From an optimization exercise on the open Yosys and OpenROAD flow, aimed at small area and a short achievable clock period; shortcuts taken in it are not production practice.
Function was not checked in any run shown here: the RTL went through the layout flow alone.
Power figures rest on the tool's default switching activity, not on a simulated workload.

==> flow/design.v (outline; a module is shown in full before it is edited, if it fits) <==
// module fmul_unpack: 74 lines
// module fmul_mant_mult: 1945 lines
// module fmul_norm_plan: 23 lines
// module fmul_normalize: 21 lines
// module fmul_round_pack: 22 lines
// module fmul_pipe: 111 lines
module fmul_pipe (
   input  wire        clk,
   input  wire        rst_n,
   input  wire        in_valid,
   input  wire [31:0] a,
   input  wire [31:0] b,
   output wire        out_valid,
   output wire [31:0] y,
   output wire        ovf
);
  // ...
==> flow/run.sh <==
#!/bin/bash
# synth_recipe.tcl (not shown) runs the flow's synth.tcl, then flattens the netlist and writes it again
# the make line also repeats each setting of config.mk as NAME=value (left out here)
make -C /OpenROAD-flow-scripts/flow DESIGN_CONFIG=/design/flow/config.mk WORK_HOME=/design/flow/orfs CLKGATE_MAP_FILE= SYNTH_SCRIPT=/design/flow/synth_recipe.tcl finish
==> flow/config.mk <==
export PLATFORM = sky130hd
export DESIGN_NAME = fmul_pipe
export DESIGN_NICKNAME = fmul_pipe
export VERILOG_FILES = /design/flow/design.v
export SDC_FILE = /design/flow/constraint.sdc
export NUM_CORES = 4
export LEC_CHECK = 0
export ABC_AREA = 1
export CAP_MARGIN = 20
export CORE_MARGIN = 2
export CORE_UTILIZATION = 40
export SETUP_SLACK_MARGIN = 3.5
export SLEW_MARGIN = 20
==> flow/constraint.sdc <==
create_clock -name core_clock -period 7.5 [get_ports {clk}]
set_input_delay 1.5000 -clock core_clock [delete_from_list [all_inputs] [get_ports {clk}]]
set_output_delay 1.5000 -clock core_clock [all_outputs]
set_load 0.01 [all_outputs]
==> results.cfg, run 1 <==
[status]
status = complete, no violations

[timing]
skew_ps = 41.0
tightest_slew_ps = 730
fin_crit_ps = 6360
fmax_ghz = 0.157

[flow_run]
maxCapViolCount = 0

[drt]
postRouteAntennaNets = 0
drt_iter0_drc = 2480
firstDrtPassIters = 7
route.met3.wl_mm = 10.3
drc = 0

[pwr]
p_per_area_nw_per_um2 = 449
maxPowerGroup = combinational logic
p_sw_share_pct = 54.1

[final_layout]
syn2layout_area_growth_pct = 18.4
final_core_util_pct = 47.9
inverters = 764
top_register = s2_r0

[clocking]
insertion_delay_ps = 590
post_cts_resized = 146
post-cts-setup-buffer-count = 149
holdBufCountCts = 0

[die]
io_pins = 101
core_sq_um = 65700
die_h_microns = 262
initial_core_util_pct = 40.4

[global_route]
grt_max_degree = 38

[critical_path]
path_class = register to output pin
worstSetupStartpoint = s3_mant[1]
cp_top_family = buffers and inverters
critPathMaxStageDelay_ps = 350
slowest_stage = dfxtp_2
ff2ff_setup_slack_ps = 3550

[synth]
ys_seq_area_share_pct = 18.1
synth_fa_ha_area_share_pct = 24.1
yosys_warnings = 2
synth-edff-count = 0
synth_area_leaders = fa_1 (20%), dfxtp_1 (18%), nand2_1 (11%)

[placement]
port-buffer-count = 100
dp_hpwl_mm = 65.6

[min_path]
hold_path_class = register to register
==> run 2: changes to the inputs <==
--- a/flow/config.mk
+++ b/flow/config.mk
@@ -10,4 +10,3 @@
 export CORE_MARGIN = 2
 export CORE_UTILIZATION = 40
-export SETUP_SLACK_MARGIN = 3.5
 export SLEW_MARGIN = 20
==> run 2 against run 1 <==
  * Die area unchanged
  * Largest cell class unchanged
  * Critical path type unchanged
  * Register-to-register slack worse by 570 ps
  * Critical endpoint is now y[29]
  * Count of clock-buffer cells in the layout up 7
  * Non-clock buffer count down 182
==> results.cfg, run 2 <==
[clocking]
cts_buffer_depth = 3
numCtsBuffers = 28
cts-root-buf = clkbuf_16
clkSinkCount = 240
clkSlewWorstSetupHoldPaths_ps = 60
insertion_delay_ps = 590
cts_tree = yes
htreeDepth = 1

[placement]
port-buffer-count = 100
dp_hpwl_mm = 65.7
placed_area_sq_um = 28300
gp_congestion = 0.972

[timing]
setup_viol = 0
fmax_ghz = 0.141
final_max_slew_viol_count = 0
tns_ps = 0
tightest_slew_ps = 1180
slew-limit-headroom_pct = 21.0
fin_crit_sh_pct = 94.2
rsz0062_at_grt = false
fin_crit_ps = 7070
finalHoldViolCount = 0
skew_ps = 32.6

[critical_path]
arrival_ps = 5570
worstSetupStartpoint = s3_mant[0]
path_class = register to output pin
reg2reg_to = s2_r1[26]
reg2reg_from = s1_neg[6]
ff2ff_setup_slack_ps = 2980
cp-end-kind = output pin
rr_worst_depth = 11
startpoint_type = register
critical_path.max_fanout = 4
crit_end = y[29]
crit_required_ps = 6000

[pwr]
ir_drop_v = 0.000195
power_frac_seq_pct = 14.9
p_per_area_nw_per_um2 = 462
p_sw_share_pct = 53.8
p_sw_w = 0.00729
internal_power_w = 0.00625
pwr-share-comb_pct = 74.6
leakagePower_nw = 14.9
p_clk_share_pct = 10.5

[global_route]
grt_pass1_vias = 24100
grt_usage_pct = 25.6
overflow = 0
grt_first_pass_wirelength_mm = 136
antenna_found_initial = 3
grt_max_degree = 38

[synth]
synth_top_area_share_pct = 20.0
synth_xor_area_share_pct = 10.6
yosysTopAreaCell = fa_1
synth_area_sq_um = 26600
synth_top_family_by_area = adder cells
synthesis.nets = 4166
muxShareOfSynthArea_pct = 0
synth_compound_area_share_pct = 10.1
netlist_instances = 3745
synth-simple-area-share_pct = 23.9
synthFlopType = dfxtp_1
synth_cell_types = 49
synth_seq_cells = 240
synth_commonest_cells = nand2_1 (805), inv_1 (714), xor2_1 (316)
async_flop_share_pct = 1.25
synth_area_leaders = fa_1 (20%), dfxtp_1 (18%), nand2_1 (11%)
yosys_warnings = 2
ys_seq_area_share_pct = 18.1
synth_fa_ha_area_share_pct = 24.1
avgSynthCellArea_sq_um = 7.10
synth-edff-count = 0
synth.most_common_cell = nand2_1

[final_layout]
stdcell_area_sq_um = 29300
layout_common_cells = nand2_1 (805), inv_1 (711), xor2_1 (316), nand3_1 (292), o22ai_1 (276)
nNetsFinal = 4168
largest_reg_flops = 48
drive_gt1_share_pct = 4.73
top_register = s2_r0
final_common_cell = nand2_1
top_regs = s2_r0 x48, s2_r1 x47, s3_mant x25
syn2layout_area_growth_pct = 10.3

[drt]
drc = 0
vias_per_cell = 5.32
vias = 24600
drt_iter0_drc = 2276
firstDrtPassIters = 8
wl_per_cell_microns = 19.0
postRouteAntennaNets = 0
routed_wl_mm = 87.9

[min_path]
hold_path_class = register to register

[die]
io_pins = 101
die-area_sq_um = 68500
initial_core_util_pct = 40.4
core_sq_um = 65700
fp.dieW_microns = 262
die_h_microns = 262
rows = 94

[flow_run]
maxCapViolCount = 0

[status]
status = complete, no violations
[run 2: changes by cell type in the layout (fill, tap and decap cells not counted), sizes merged]
cell           previous run  this run
clkinv                   12        14
clkbuf                   34        35
bufinv                    4         3
buf                     256        48
clkinvlp                 60         4
clkdlybuf4s50            68       100
diode                     0         1
inv                     710       733
[run 2: through the flow]
stage | setup slack (ps) | total power (W) | util, % | hold slack [ps] | instances
floorplan | 2120 | 0.00885 | - | 310 | 3745
global placement | 992 | 0.0118 | 43.0 | 310 | 4578
detailed placement | 733 | 0.0120 | 43.0 | 312 | 4578
CTS | 94.8 | 0.0134 | 44.5 | 321 | 4628
global route | 18.8 | 0.0150 | 44.6 | 331 | 4631
finish | 433 | 0.0135 | 44.6 | 320 | 4632
[run 2: repair_timing]
action                     CTS  global route
gates resized for setup      0             3
setup endpoints to repair    0            16
hold buffers                 0             0
setup buffers                0             1
[run 2: kinds of logic (layout without fill, tap and decap cells)]
| group | Yosys count | in the layout |
|---|---|---|
| compound gates | 452 | 452 |
| xor+xnor | 322 | 322 |
| fa+ha+maj | 354 | 354 |
| buf+inv | 915 | 937 |
| flops | 240 | 240 |
| other cells | 0 | 1 |
| simple gates | 1462 | 1462 |
[run 2: how the worst min path moves through the flow]
stage	from	depth (start not counted)	endpoint
after floorplan	s1_quiet	0	s2_quiet
after global placement	s2_ebase[7]	0	s3_ebase[7]
after detailed placement	s2_ebase[1]	0	s3_ebase[1]
after CTS	s2_ebase[1]	0	s3_ebase[1]
after global routing	s2_ebase[1]	0	s3_ebase[1]
final	s2_ebase[1]	0	s3_ebase[1]
[run 2: layout make-up]
class,count,area [sq um]
Inverter,739,2780
Clock inverter,15,200
Antenna cell,1,2.50
Tap cell,864,1080
Sequential cell,240,4820
Multi-Input combinational cell,2590,18300
Fill cell,6697,36400
Clock buffer,35,777
Timing Repair Buffer,148,1380
[run 2: power by group through the flow]
stage	sequential [W]	clock [W]	combinational (W)
global placement	0.00203	0	0.00981
CTS	0.00202	0.00145	0.00998
detailed placement	0.00204	0	0.00992
global route	0.00206	0.00150	0.0115
finish	0.00201	0.00142	0.0101
floorplan	0.00197	0	0.00688
[run 2: critical path, cell delays in order, from the launching register on]
cell,delay (ps)
dfxtp_1,320
ha_1,170
ha_1,220
inv_1,70
nor3_1,310
nand2_1,160
nor3_1,310
nand3_1,150
nor2_1,150
nand2_1,90
nor2_1,170
nand2_1,100
nor2_1,180
nand2_1,110
nand2_1,100
o31ai_1,100
fa_1,570
inv_1,100
ha_1,220
fa_1,460
nand3_1,140
nor3_1,60
xor2_1,140
nand2_1,60
clkdlybuf4s50_1,530
[run 2: routing by layer]
metal | part of all wire (%) | vias up | global-route usage [%]
met5 | 0 | - | 0
li1 | - | 11700 | -
met1 | 43 | 11500 | 34.1
met3 | 8.7 | 274 | 5.10
met2 | 44 | 1083 | 40.8
met4 | 4.4 | 0 | 10.1

what the ideal ports hide:
Ports are ideal in the flow. The routed layouts listed here were re-timed in OpenROAD.
Step 1 (the two cells are an assumption about what drives the block):
set clk [get_ports {clk}]
set_driving_cell -lib_cell sky130_fd_sc_hd__clkbuf_16 $clk
set_driving_cell -lib_cell sky130_fd_sc_hd__buf_2 [delete_from_list [all_inputs] $clk]
Step 2 times the ports against the registers' clock, not the clock port: input delays grow and output delays shrink by t, the midpoint of the rising clock arrivals with the driver on.
Slacks: ideal / step 1 / step 2; pairs: ideal / step 1.
run | t, ns | setup WS [ns] | worst setup path after step 2 | latest minus earliest clock arrival (ns)
run 1 | 0.639 | 1.144 / 1.079 / 1.717 | register to output | 0.041 / 0.041
run 2 | 0.637 | 0.433 / 0.373 / 1.009 | register to output | 0.033 / 0.033
After both steps every run listed still meets setup and hold.
